What follows belongs to an exercise in optimizing a design on an open flow for a short achievable clock period and few clock cycles per item; a production flow would make more cautious choices. Function was checked by simulation only, so behaviour that the tests miss may differ from the original. No driver is modelled on the clock port, so clock power and skew are understated where the tree is cut down; a real chip needs a root buffer or a tree. Power is estimated from default activity; no workload was simulated.

## v6
// strategy_engine
module strategy_engine
(
  input  logic               clk,
  input  logic               reset_n,
  input  logic               cfg_wr,
  input  logic [SYM_W-1:0]   cfg_sym,
  input  logic [1:0]         cfg_field,
  input  logic [DATA_W-1:0]  cfg_wdata,
  input  logic               dec_valid,
  input  logic               dec_sop,
  input  logic [DATA_W-1:0]  dec_data,
  output logic               dec_ready,
  input  logic               order_ready,
  output logic               order_valid,
  output logic [OID_W-1:0]   order_id,
  output logic [SYM_W-1:0]   order_sym,
  output logic [PRICE_W-1:0] order_price,
  output logic [VOL_W-1:0]   order_qty
);
Size: ~5400 cells after synthesis, ~1300 flip-flops, about 47000 µm² of cells after synthesis.
export LEC_CHECK = 0
export ABC_CLOCK_PERIOD_IN_PS = 1600
export CAP_MARGIN = 20
export CORE_MARGIN = 2
export CORE_UTILIZATION = 60
export SETUP_SLACK_MARGIN = 2.3
export SLEW_MARGIN = 20
export TNS_END_PERCENT = 100
create_clock -name core_clock -period 3.6 [get_ports {clk}]
standard.sh (not shown) runs the stock make flow with config.mk's settings and CLKGATE_MAP_FILE= SYNTH_SCRIPT=/design/flow/synth_recipe.tcl, a recipe that flattens the netlist after the stock synthesis.
==> flow/flow/run.sh <==
#!/bin/bash
# The standard layout, with the clock tree built by flow/mycts.tcl (a
# balanced two-level tree: the clock port drives four root buffers, each
# root the leaf buffers of its quadrant, each leaf an equal share of the
# flip-flops) in place of TritonCTS. Everything else is ORFS's own flow.
set -uo pipefail
export PRE_CTS_TCL="$PWD/flow/mycts.tcl"
export MYCTS_NX=8
export MYCTS_NY=6
bash standard.sh > standard.log 2>&1
Other scripts of this flow, unchanged in this note and not shown: flow/flow/mycts.tcl
Per the final summary, v6 finished and its layout is clean on timing, DRC and antenna.
Testbench counts of v6, summed over its fixed seeds: cycles 6,336, messages 3,200.
--- input diff v6..v7 ---
--- a/flow/design.v
+++ b/flow/design.v
@@ -202,51 +202,57 @@
       wr_ptr  <= 3'b001;
     end else begin
       p_valid <= pass;
       fwe     <= {3{pass}} & wr_nxt;
       wr_ptr  <= wr_nxt;
     end
     p_ord <= {hd_sym, hd_price, f_qty[0] ? vol1 : hd_qty};
   end
   logic [ORD_W-1:0]   fifo [3];
   logic [2:0]         rd_ptr;            
   logic [3:0]         fill;              
   logic [ORD_W-1:0]   head;
-  logic [OID_W-1:0]   id_inc;
+  logic               ov_n;              
+  logic [OID_W-1:0]   nid;               
+  logic [OID_W-1:0]   nid_inc;
   logic               take, ld, fifo_ne, pop;
-  assign take     = order_valid & order_ready;
-  assign ld       = ~order_valid | order_ready;
+  assign take     = ~ov_n & order_ready;
+  assign ld       = ov_n | order_ready;
   assign fifo_ne  = ~fill[0];
   assign pop      = ld & fifo_ne;
   always_comb begin
     head = '0;
     for (int i = 0; i < 3; i++) head = head | ({ORD_W{rd_ptr[i]}} & fifo[i]);
   end
   always_comb begin
-    for (int i = 0; i < OID_W; i++) id_inc[i] = order_id[i] ^ (&(order_id | ~((16'd1 << i) - 16'd1)));
+    for (int i = 0; i < OID_W; i++) nid_inc[i] = nid[i] ^ (&(nid | ~((16'd1 << i) - 16'd1)));
   end
   always_ff @(posedge clk) begin
     if (!reset_n) begin
       order_valid <= 1'b0;
+      ov_n        <= 1'b1;
       order_id    <= '0;
+      nid         <= 16'd1;
       order_sym   <= '0;
       order_price <= '0;
       order_qty   <= '0;
       rd_ptr      <= 3'b001;
       fill        <= 4'b0001;
     end else begin
-      if (ld) begin
-        order_valid <= fifo_ne;
-        {order_sym, order_price, order_qty} <= head;
-      end
-      if (take) order_id <= id_inc;
+      order_valid <= ~ld | fifo_ne;
+      ov_n        <= ld & ~fifo_ne;
+      if (ld) {order_sym, order_price, order_qty} <= head;
+      if (take) begin
+        order_id <= nid;
+        nid      <= nid_inc;
+      end
       if (pop)  rd_ptr <= {rd_ptr[1:0], rd_ptr[2]};
       if (p_valid & ~pop)      fill <= {fill[2:0], 1'b0};
       else if (pop & ~p_valid) fill <= {1'b0, fill[3:1]};
     end
     for (int i = 0; i < 3; i++) if (fwe[i]) fifo[i] <= p_ord;
   end
   always_ff @(posedge clk) begin
     if (!reset_n) dec_ready_q <= 1'b1;
-    else          dec_ready_q <= fill[0] | (fill[1] & ~order_valid);
+    else          dec_ready_q <= fill[0] | (fill[1] & ov_n);
   end
 endmodule
==> comparison <==
Going from v6 to v7, number of inserted filler cells in the final layout saw a decrease; sum of routed wire length over all layers saw a decrease.
v7 vs v6 — number of global-route vias before repair climbed slightly
Compared with v6, v7 shows maximum VDD drop that has gone down slightly.
Diff v6 -> v7 | mean instance size in the synthesized netlist | down slightly
Comparing v7 with v6, the proportion of total power due to net switching came out essentially unchanged.
Post-layout instance area deteriorates in v7 relative to v6.
Portion of the post-synthesis area used by sequential elements, v7 and v6: larger value in v7
Simple logic cell fraction of the synthesized area across v7 and v6: no real change.
v6 has a lower number of standard-cell rows in the floorplan than v7.
Diff v6 -> v7: utilization after layout dropped 0.34 points, share of total power in the clock network fell 0.2 points, signed area change from the synthesized netlist to the final layout barely changed.
Testbench counts of v7, summed over its fixed seeds: cycles 6,336, messages 3,200.
In every run of this note, the design's own scripts or RTL, not TritonCTS, make the clock network.

* * *

## the previous run
Another version of the RTL of strategy_engine (not shown whole).
Size: about 5,200 cells after synthesis.
==> flow/config.mk <==
export PLATFORM = sky130hd
export DESIGN_NAME = strategy_engine
export DESIGN_NICKNAME = strategy_engine
export VERILOG_FILES = /design/flow/design.v
export SDC_FILE = /design/flow/constraint.sdc
export NUM_CORES = 4
export LEC_CHECK = 0
export ABC_CLOCK_PERIOD_IN_PS = 1600
export CAP_MARGIN = 20
export CORE_MARGIN = 2
export CORE_UTILIZATION = 60
export SETUP_SLACK_MARGIN = 2.0
export SLEW_MARGIN = 20
export TNS_END_PERCENT = 100
==> flow/constraint.sdc <==
create_clock -name core_clock -period 3.6 [get_ports {clk}]
set_input_delay 0.7200 -clock core_clock [delete_from_list [all_inputs] [get_ports {clk}]]
set_output_delay 0.7200 -clock core_clock [all_outputs]
set_load 0.01 [all_outputs]
Scripts as last shown in full above: flow/flow/run.sh
Other scripts of this flow, unchanged in this note and not shown: flow/flow/mycts.tcl
Testbench counts of the previous run, summed over its fixed seeds: cycles 6,336, messages 3,200.
Setup changes, the previous run to the current run
--- a/flow/design.v
+++ b/flow/design.v
@@ -68,13 +68,13 @@
   endfunction
   logic               dec_ready_q;
   logic               v0;        
   logic               sop0;
   logic               new0;      
   logic [SYM_W-1:0]   sym0;
-  logic [7:0]         sello0;    
+  logic [NUM_SYM-1:0] sel0;      
   logic [15:0]        d0;        
   logic [NUM_SYM-1:0] wsym0;     
   logic [3:0]         wfld0;     
   logic [15:0]        wdata0;
   logic               rst0;      
   assign dec_ready = dec_ready_q;
@@ -87,13 +87,13 @@
       for (int i = 0; i < NUM_SYM; i++) wsym0[i] <= cfg_wr & (cfg_sym == SYM_W'(i));
     end
     rst0   <= ~reset_n;
     sop0   <= dec_sop;
     new0   <= dec_sop & (dec_data[MSG_TYPE_HI:MSG_TYPE_LO] == MSG_NEW);
     sym0   <= dec_data[SYM_HI:SYM_LO];
-    for (int i = 0; i < 8; i++) sello0[i] <= (dec_data[SYM_LO+2:SYM_LO] == 3'(i));
+    for (int i = 0; i < NUM_SYM; i++) sel0[i] <= (dec_data[SYM_HI:SYM_LO] == SYM_W'(i));
     d0     <= dec_data[15:0];
     for (int f = 0; f < 4; f++) wfld0[f] <= (cfg_field == 2'(f));
     wdata0 <= cfg_wdata[15:0];
   end
   logic [NUM_SYM-1:0] enable_q;
   logic [PRICE_W-1:0] price_limit_q [NUM_SYM];
@@ -125,13 +125,13 @@
   logic [15:0]        d1;
   logic [SET_W-1:0]   cand0 [2];
   always_comb begin
     for (int j = 0; j < 2; j++) begin
       cand0[j] = '0;
       for (int k = 0; k < 8; k++)
-        cand0[j] = cand0[j] | ({SET_W{sello0[k]}} &
+        cand0[j] = cand0[j] | ({SET_W{sel0[8*j+k]}} &
                    {enable_q[8*j+k], price_limit_q[8*j+k], min_volume_q[8*j+k], order_qty_q[8*j+k]});
     end
   end
   always_ff @(posedge clk) begin
     for (int j = 0; j < 2; j++) cand1[j] <= cand0[j];
     if (!reset_n) begin
@@ -144,13 +144,13 @@
     sop1 <= sop0;
     new1 <= new0;
     sym1 <= sym0;
     d1   <= d0;
   end
   logic [SET_W-1:0]   rd1;
-  assign rd1 = sym1[3] ? cand1[1] : cand1[0];
+  assign rd1 = cand1[0] | cand1[1];
   logic               busy;
   logic               hd_en;
   logic [SYM_W-1:0]   hd_sym;
   logic [PRICE_W-1:0] hd_price;
   logic [PRICE_W-1:0] hd_lim;
   logic [VOL_W-1:0]   hd_minv;
@@ -159,43 +159,59 @@
   logic [VOL_W-1:0]   vol1;
   logic [7:0]         c_price;   
   logic [7:0]         c_vol;     
   logic [7:0]         c_qty;     
   always_ff @(posedge clk) begin
     if (!reset_n) begin
-      busy <= 1'b0;
-      b2_1 <= 1'b0;
+      busy     <= 1'b0;
+      b2_1     <= 1'b0;
+      hd_sym   <= '0;
+      hd_price <= '0;
+      {hd_en, hd_lim, hd_minv, hd_qty} <= '0;
     end else begin
       if (v1) busy <= new1;
       b2_1 <= v1 & busy & ~sop1;
-    end
-    if (ld1) begin
-      hd_sym   <= sym1;
-      hd_price <= d1;
-      {hd_en, hd_lim, hd_minv, hd_qty} <= rd1;
+      if (ld1) begin
+        hd_sym   <= sym1;
+        hd_price <= d1;
+        {hd_en, hd_lim, hd_minv, hd_qty} <= rd1;
+      end
     end
     vol1 <= d1;
     c_price <= cmp_nib(hd_price, hd_lim);
     c_vol   <= cmp_nib(hd_minv, d1);
     c_qty   <= cmp_nib(d1, hd_qty);
   end
   logic [1:0]         f_price;
   logic [1:0]         f_vol;
   logic [1:0]         f_qty;
   logic               p_valid;
   logic [ORD_W-1:0]   p_ord;
+  logic               pass;
+  logic [2:0]         fwe;       
+  logic [2:0]         wr_ptr;    
+  logic [2:0]         wr_nxt;
   assign f_price = cmp_fin(c_price);
   assign f_vol   = cmp_fin(c_vol);
   assign f_qty   = cmp_fin(c_qty);
-  always_ff @(posedge clk) begin
-    if (!reset_n) p_valid <= 1'b0;
-    else          p_valid <= b2_1 & hd_en & ~f_price[1] & ~f_vol[1];
+  assign pass   = b2_1 & hd_en & ~f_price[1] & ~f_vol[1];
+  assign wr_nxt = p_valid ? {wr_ptr[1:0], wr_ptr[2]} : wr_ptr;
+  always_ff @(posedge clk) begin
+    if (!reset_n) begin
+      p_valid <= 1'b0;
+      fwe     <= 3'b000;
+      wr_ptr  <= 3'b001;
+    end else begin
+      p_valid <= pass;
+      fwe     <= {3{pass}} & wr_nxt;
+      wr_ptr  <= wr_nxt;
+    end
     p_ord <= {hd_sym, hd_price, f_qty[0] ? vol1 : hd_qty};
   end
   logic [ORD_W-1:0]   fifo [3];
-  logic [2:0]         rd_ptr, wr_ptr;    
+  logic [2:0]         rd_ptr;            
   logic [3:0]         fill;              
   logic [ORD_W-1:0]   head;
   logic [OID_W-1:0]   id_inc;
   logic               take, ld, fifo_ne, pop;
   assign take     = order_valid & order_ready;
   assign ld       = ~order_valid | order_ready;
@@ -213,26 +229,24 @@
       order_valid <= 1'b0;
       order_id    <= '0;
       order_sym   <= '0;
       order_price <= '0;
       order_qty   <= '0;
       rd_ptr      <= 3'b001;
-      wr_ptr      <= 3'b001;
       fill        <= 4'b0001;
     end else begin
       if (ld) begin
         order_valid <= fifo_ne;
         {order_sym, order_price, order_qty} <= head;
       end
       if (take) order_id <= id_inc;
       if (pop)  rd_ptr <= {rd_ptr[1:0], rd_ptr[2]};
-      if (p_valid) wr_ptr <= {wr_ptr[1:0], wr_ptr[2]};
       if (p_valid & ~pop)      fill <= {fill[2:0], 1'b0};
       else if (pop & ~p_valid) fill <= {1'b0, fill[3:1]};
     end
-    for (int i = 0; i < 3; i++) if (p_valid & wr_ptr[i]) fifo[i] <= p_ord;
+    for (int i = 0; i < 3; i++) if (fwe[i]) fifo[i] <= p_ord;
   end
   always_ff @(posedge clk) begin
     if (!reset_n) dec_ready_q <= 1'b1;
     else          dec_ready_q <= fill[0] | (fill[1] & ~order_valid);
   end
 endmodule
==> notes.md <==
The previous run → the current run: synthesized instance count now sits higher; clock share of power ~0 delta; area taken by flip-flops and latches went down; power decreased about 0.6%; sequential cell count rose by 11.
The previous run reports its cell with the largest stage delay on the worst path as sky130_fd_sc_hd__edfxtp_1 while the current run reports sky130_fd_sc_hd__dfxtp_4.
In the tables for the current run and the previous run, depth of the critical timing path with buffers and inverters included reads higher with the previous run.
The current run vs the previous run: final cell count up
Testbench counts of the current run, summed over its fixed seeds: cycles 6,336, messages 3,200.
In every run of this note, the design's own scripts or RTL, not TritonCTS, make the clock network.

[separate check: timing with driven ports]
Ports are ideal in the flow. The routed layouts listed here were re-timed in OpenROAD.
Step 1 (the two cells are an assumption about what drives the block):
set clk [get_ports {clk}]
set_driving_cell -lib_cell sky130_fd_sc_hd__clkbuf_16 $clk
set_driving_cell -lib_cell sky130_fd_sc_hd__buf_2 [delete_from_list [all_inputs] $clk]
Step 2, shift: input delay + t, output delay - t, t = (earliest + latest rising clock arrival at the registers) / 2. This alone moves slack from input paths to output paths.
Slacks: ideal / step 1 / step 2; pairs: ideal / step 1.
| run | shift t [ns] | slack for setup (ns) | hold WS [ns] | slew at the worst register clock pin (ns) | worst slew at a driven data input, ns |
|---|---|---|---|---|---|
| v6 | 0.610 | 1.945 / 1.794 / 1.642 | 0.326 / 0.326 / 0.326 | 0.11 / 0.11 | 0.07 |
| v7 | 0.608 | 1.922 / 1.776 / 1.523 | 0.330 / 0.330 / 0.330 | 0.11 / 0.11 | 0.06 |
| the previous run | 0.601 | 1.915 / 1.791 / 1.666 | 0.332 / 0.332 / 0.332 | 0.11 / 0.11 | 0.06 |
| the current run | 0.605 | 1.900 / 1.750 / 1.617 | 0.333 / 0.333 / 0.333 | 0.11 / 0.11 | 0.07 |
After both steps every run listed still meets setup and hold. The setup slack of v7, which loses most, moves by -0.146 ns with the drivers and by -0.399 ns with both steps.
